This design comes from an exercise in tuning for small area, a short achievable clock period and few clock cycles per item on the open sky130 flow, not from production work. Where RTL was checked, it was by simulation tests only, not by an equivalence proof against the original.

v6:
==> flow/design.v (excerpt) <==
module pipelined_floating_point_multiplier #(
  parameter int unsigned EXPONENT_WIDTH   = 8,
  parameter int unsigned MANTISSA_WIDTH   = 23,
  parameter int unsigned ROUND_TO_NEAREST = 1
) (
  input  logic        clk,
  input  logic        rst,
  input  logic        in_valid,
  output logic        in_ready,
  input  logic [31:0] a,
  input  logic [31:0] b,
  output logic        out_valid,
  input  logic        out_ready,
  output logic [31:0] out,
  output logic        underflow_flag,
  output logic        overflow_flag,
  output logic        invalid_operation_flag
);
  logic en;
  logic r2_v;
  fpm_rdy u_rdy_port (.v(r2_v), .ordy(out_ready), .rdy(in_ready));
  fpm_rdy u_rdy_en   (.v(r2_v), .ordy(out_ready), .rdy(en));
  logic        a_s, b_s;
  logic [7:0]  a_e, b_e;
  logic [22:0] a_m, b_m;
  assign {a_s, a_e, a_m} = a;
  assign {b_s, b_e, b_m} = b;
  logic a_e1, b_e1, a_ez, b_ez;
  assign a_e1 = &a_e;
  assign b_e1 = &b_e;
  assign a_ez = ~|a_e;
  assign b_ez = ~|b_e;
  logic [25:0] yy;
  logic [11:0] c_bone, c_btwo, c_bneg;
  assign yy = {1'b1, b_m, 1'b0};
  always_comb begin
    for (int k = 0; k < 12; k++) begin
      c_bone[k] = yy[2*k+1] ^ yy[2*k];
      c_btwo[k] = (yy[2*k+2] & ~yy[2*k+1] & ~yy[2*k]) | (~yy[2*k+2] & yy[2*k+1] & yy[2*k]);
      c_bneg[k] = yy[2*k+2];
    end
  end
  logic        r0_v;
  logic        r0_s;
  logic        r0_a_e1, r0_a_ez, r0_b_e1, r0_b_ez;
  logic [8:0]  r0_es;
  logic [22:0] r0_ma;
  logic [11:0] r0_bone, r0_btwo, r0_bneg;
  always_ff @(posedge clk or posedge rst) begin
    if (rst)     r0_v <= 1'b0;
    else if (en) r0_v <= in_valid;
  end
  always_ff @(posedge clk) begin
    if (en) begin
      r0_s    <= a_s ^ b_s;
      r0_a_e1 <= a_e1;
      r0_a_ez <= a_ez;
      r0_b_e1 <= b_e1;
      r0_b_ez <= b_ez;
      r0_es   <= {1'b0, a_e} + {1'b0, b_e};
      r0_ma   <= a_m;
      r0_bone <= c_bone;
      r0_btwo <= c_btwo;
  ...
export LEC_CHECK = 0
export CAP_MARGIN = 20
export CORE_MARGIN = 2
export CORE_UTILIZATION = 40
export SETUP_SLACK_MARGIN = 4.95
export SLEW_MARGIN = 20
export SYNTH_HIERARCHICAL = 1
create_clock -name core_clock -period 9.0 [get_ports {clk}]
standard.sh (not shown) runs the stock make flow with config.mk's settings and CLKGATE_MAP_FILE= SYNTH_SCRIPT=/design/flow/synth_recipe.tcl, a recipe that flattens the netlist after the stock synthesis.
==> flow/flow/run.sh <==
#!/bin/bash
# Standard layout, with the port buffers as buf_1 cells instead of the
# default choice. Each tool's output goes to a log file in this folder.
set -e

export BUFFER_PORTS_ARGS="-buffer_cell sky130_fd_sc_hd__buf_1"
bash standard.sh > standard.log 2>&1
v6 did not stop at any stage, and its layout met the timing, DRC and antenna checks.
Testbench counts of v6, summed over its fixed seeds: cycles 12,024, items 12,000.
What v7 does differently from v6 at the input level:
--- a/flow/design.v
+++ b/flow/design.v
@@ -26,59 +26,44 @@
   assign {a_s, a_e, a_m} = a;
   assign {b_s, b_e, b_m} = b;
   logic a_e1, b_e1, a_ez, b_ez;
   assign a_e1 = &a_e;
   assign b_e1 = &b_e;
   assign a_ez = ~|a_e;
   assign b_ez = ~|b_e;
-  logic [25:0] yy;
-  logic [11:0] c_bone, c_btwo, c_bneg;
-  assign yy = {1'b1, b_m, 1'b0};
-  always_comb begin
-    for (int k = 0; k < 12; k++) begin
-      c_bone[k] = yy[2*k+1] ^ yy[2*k];
-      c_btwo[k] = (yy[2*k+2] & ~yy[2*k+1] & ~yy[2*k]) | (~yy[2*k+2] & yy[2*k+1] & yy[2*k]);
-      c_bneg[k] = yy[2*k+2];
-    end
-  end
   logic        r0_v;
   logic        r0_s;
   logic        r0_a_e1, r0_a_ez, r0_b_e1, r0_b_ez;
   logic [8:0]  r0_es;
   logic [22:0] r0_ma;
-  logic [11:0] r0_bone, r0_btwo, r0_bneg;
+  logic [22:0] r0_mb;
   always_ff @(posedge clk or posedge rst) begin
     if (rst)     r0_v <= 1'b0;
     else if (en) r0_v <= in_valid;
   end
   always_ff @(posedge clk) begin
     if (en) begin
       r0_s    <= a_s ^ b_s;
       r0_a_e1 <= a_e1;
       r0_a_ez <= a_ez;
       r0_b_e1 <= b_e1;
       r0_b_ez <= b_ez;
       r0_es   <= {1'b0, a_e} + {1'b0, b_e};
       r0_ma   <= a_m;
-      r0_bone <= c_bone;
-      r0_btwo <= c_btwo;
-      r0_bneg <= c_bneg;
+      r0_mb   <= b_m;
     end
   end
   logic [47:15] ps, pc;
   logic         pcin;
-  fpm_sigmul u_mul (.x(r0_ma), .bone(r0_bone), .btwo(r0_btwo), .bneg(r0_bneg),
+  logic [11:0] bone, btwo, bneg;
+  fpm_benc   u_benc (.y(r0_mb), .bone(bone), .btwo(btwo), .bneg(bneg));
+  fpm_sigmul u_mul (.x(r0_ma), .bone(bone), .btwo(btwo), .bneg(bneg),
                     .s(ps), .c(pc), .cin(pcin));
   logic [22:0] ym;
-  always_comb begin
-    for (int k = 0; k < 12; k++) begin
-      if (2*k+1 <= 22) ym[2*k+1] = r0_bneg[k];
-      ym[2*k] = r0_bone[k] ^ ((k == 0) ? 1'b0 : r0_bneg[(k == 0) ? 0 : k-1]);
-    end
-  end
+  assign ym = r0_mb;
   logic [23:0] za, zb;
   logic        z22, z23;
   always_comb begin
     for (int i = 0; i < 24; i++) begin
       za[i] = ~|({1'b0, r0_ma} & ((24'd1 << i) - 24'd1));
       zb[i] = ~|({1'b0, ym} & ((24'd1 << i) - 24'd1));
     end
@@ -213,14 +198,28 @@
   end
   assign out                    = r2_o;
   assign underflow_flag         = r2_uf;
   assign overflow_flag          = r2_of;
   assign invalid_operation_flag = r2_inv;
   assign out_valid = r2_v;
 endmodule
+module fpm_benc (
+  input  logic [22:0] y,
+  output logic [11:0] bone, btwo, bneg
+);
+  logic [25:0] yy;
+  assign yy = {1'b1, y, 1'b0};
+  always_comb begin
+    for (int k = 0; k < 12; k++) begin
+      bone[k] = yy[2*k+1] ^ yy[2*k];
+      btwo[k] = (yy[2*k+2] & ~yy[2*k+1] & ~yy[2*k]) | (~yy[2*k+2] & yy[2*k+1] & yy[2*k]);
+      bneg[k] = yy[2*k+2];
+    end
+  end
+endmodule
 module fpm_rdy (
   input  logic v,
   input  logic ordy,
   output logic rdy
 );
   assign rdy = !(v && !ordy);
 endmodule
v6 and v7 all finish clean. [compare] base=v6 new=v7: combined flip-flop and latch cell area lost about 6%. Note that the total area of multi-input combinational cells recorded for v6 amounts to 0.932 times the value seen in v7. [v7 vs v6] sequential cell count of the final layout: lower in v7. v7 reports a higher wire length reported by the detailed router than v6 does. Delta (v7 minus v6): synthesized-area fraction occupied by ao, oa, aoi and oai cells level; post-synthesis adder-cell area fraction moved up; clock net sink count moved down; critical path depth moved up. On clock-pin transition on the worst setup and hold timing paths, v6 tracks v7 almost exactly.
No functional check of the RTL was part of v7.

[separate check: timing with driven ports]
The flow's constraints put no driver on any port. The routed layouts listed below were extracted and timed again, unchanged, in two steps. Step 1 (the two cells are an assumption about what drives the block):
set clk [get_ports {clk}]
set_driving_cell -lib_cell sky130_fd_sc_hd__clkbuf_16 $clk
set_driving_cell -lib_cell sky130_fd_sc_hd__buf_2 [delete_from_list [all_inputs] $clk]
Step 2 also shifts input and output timing later by t, the mid clock arrival at the registers, as if the neighbouring blocks saw the same clock. a / b / c = no drivers / after step 1 / after step 2; a / b = the first two.
run | t, ns | setup slack, ns | worst slew at a driven data input, ns
v6 | 0.569 | 5.063 / 5.041 / 5.041 | 0.05
v7 | 0.551 | 4.698 / 4.698 / 4.698 | 0.04
After both steps every run listed still meets setup and hold. For v6, which loses most, drivers alone change the setup slack by -0.022 ns; drivers and shift together by -0.022 ns.
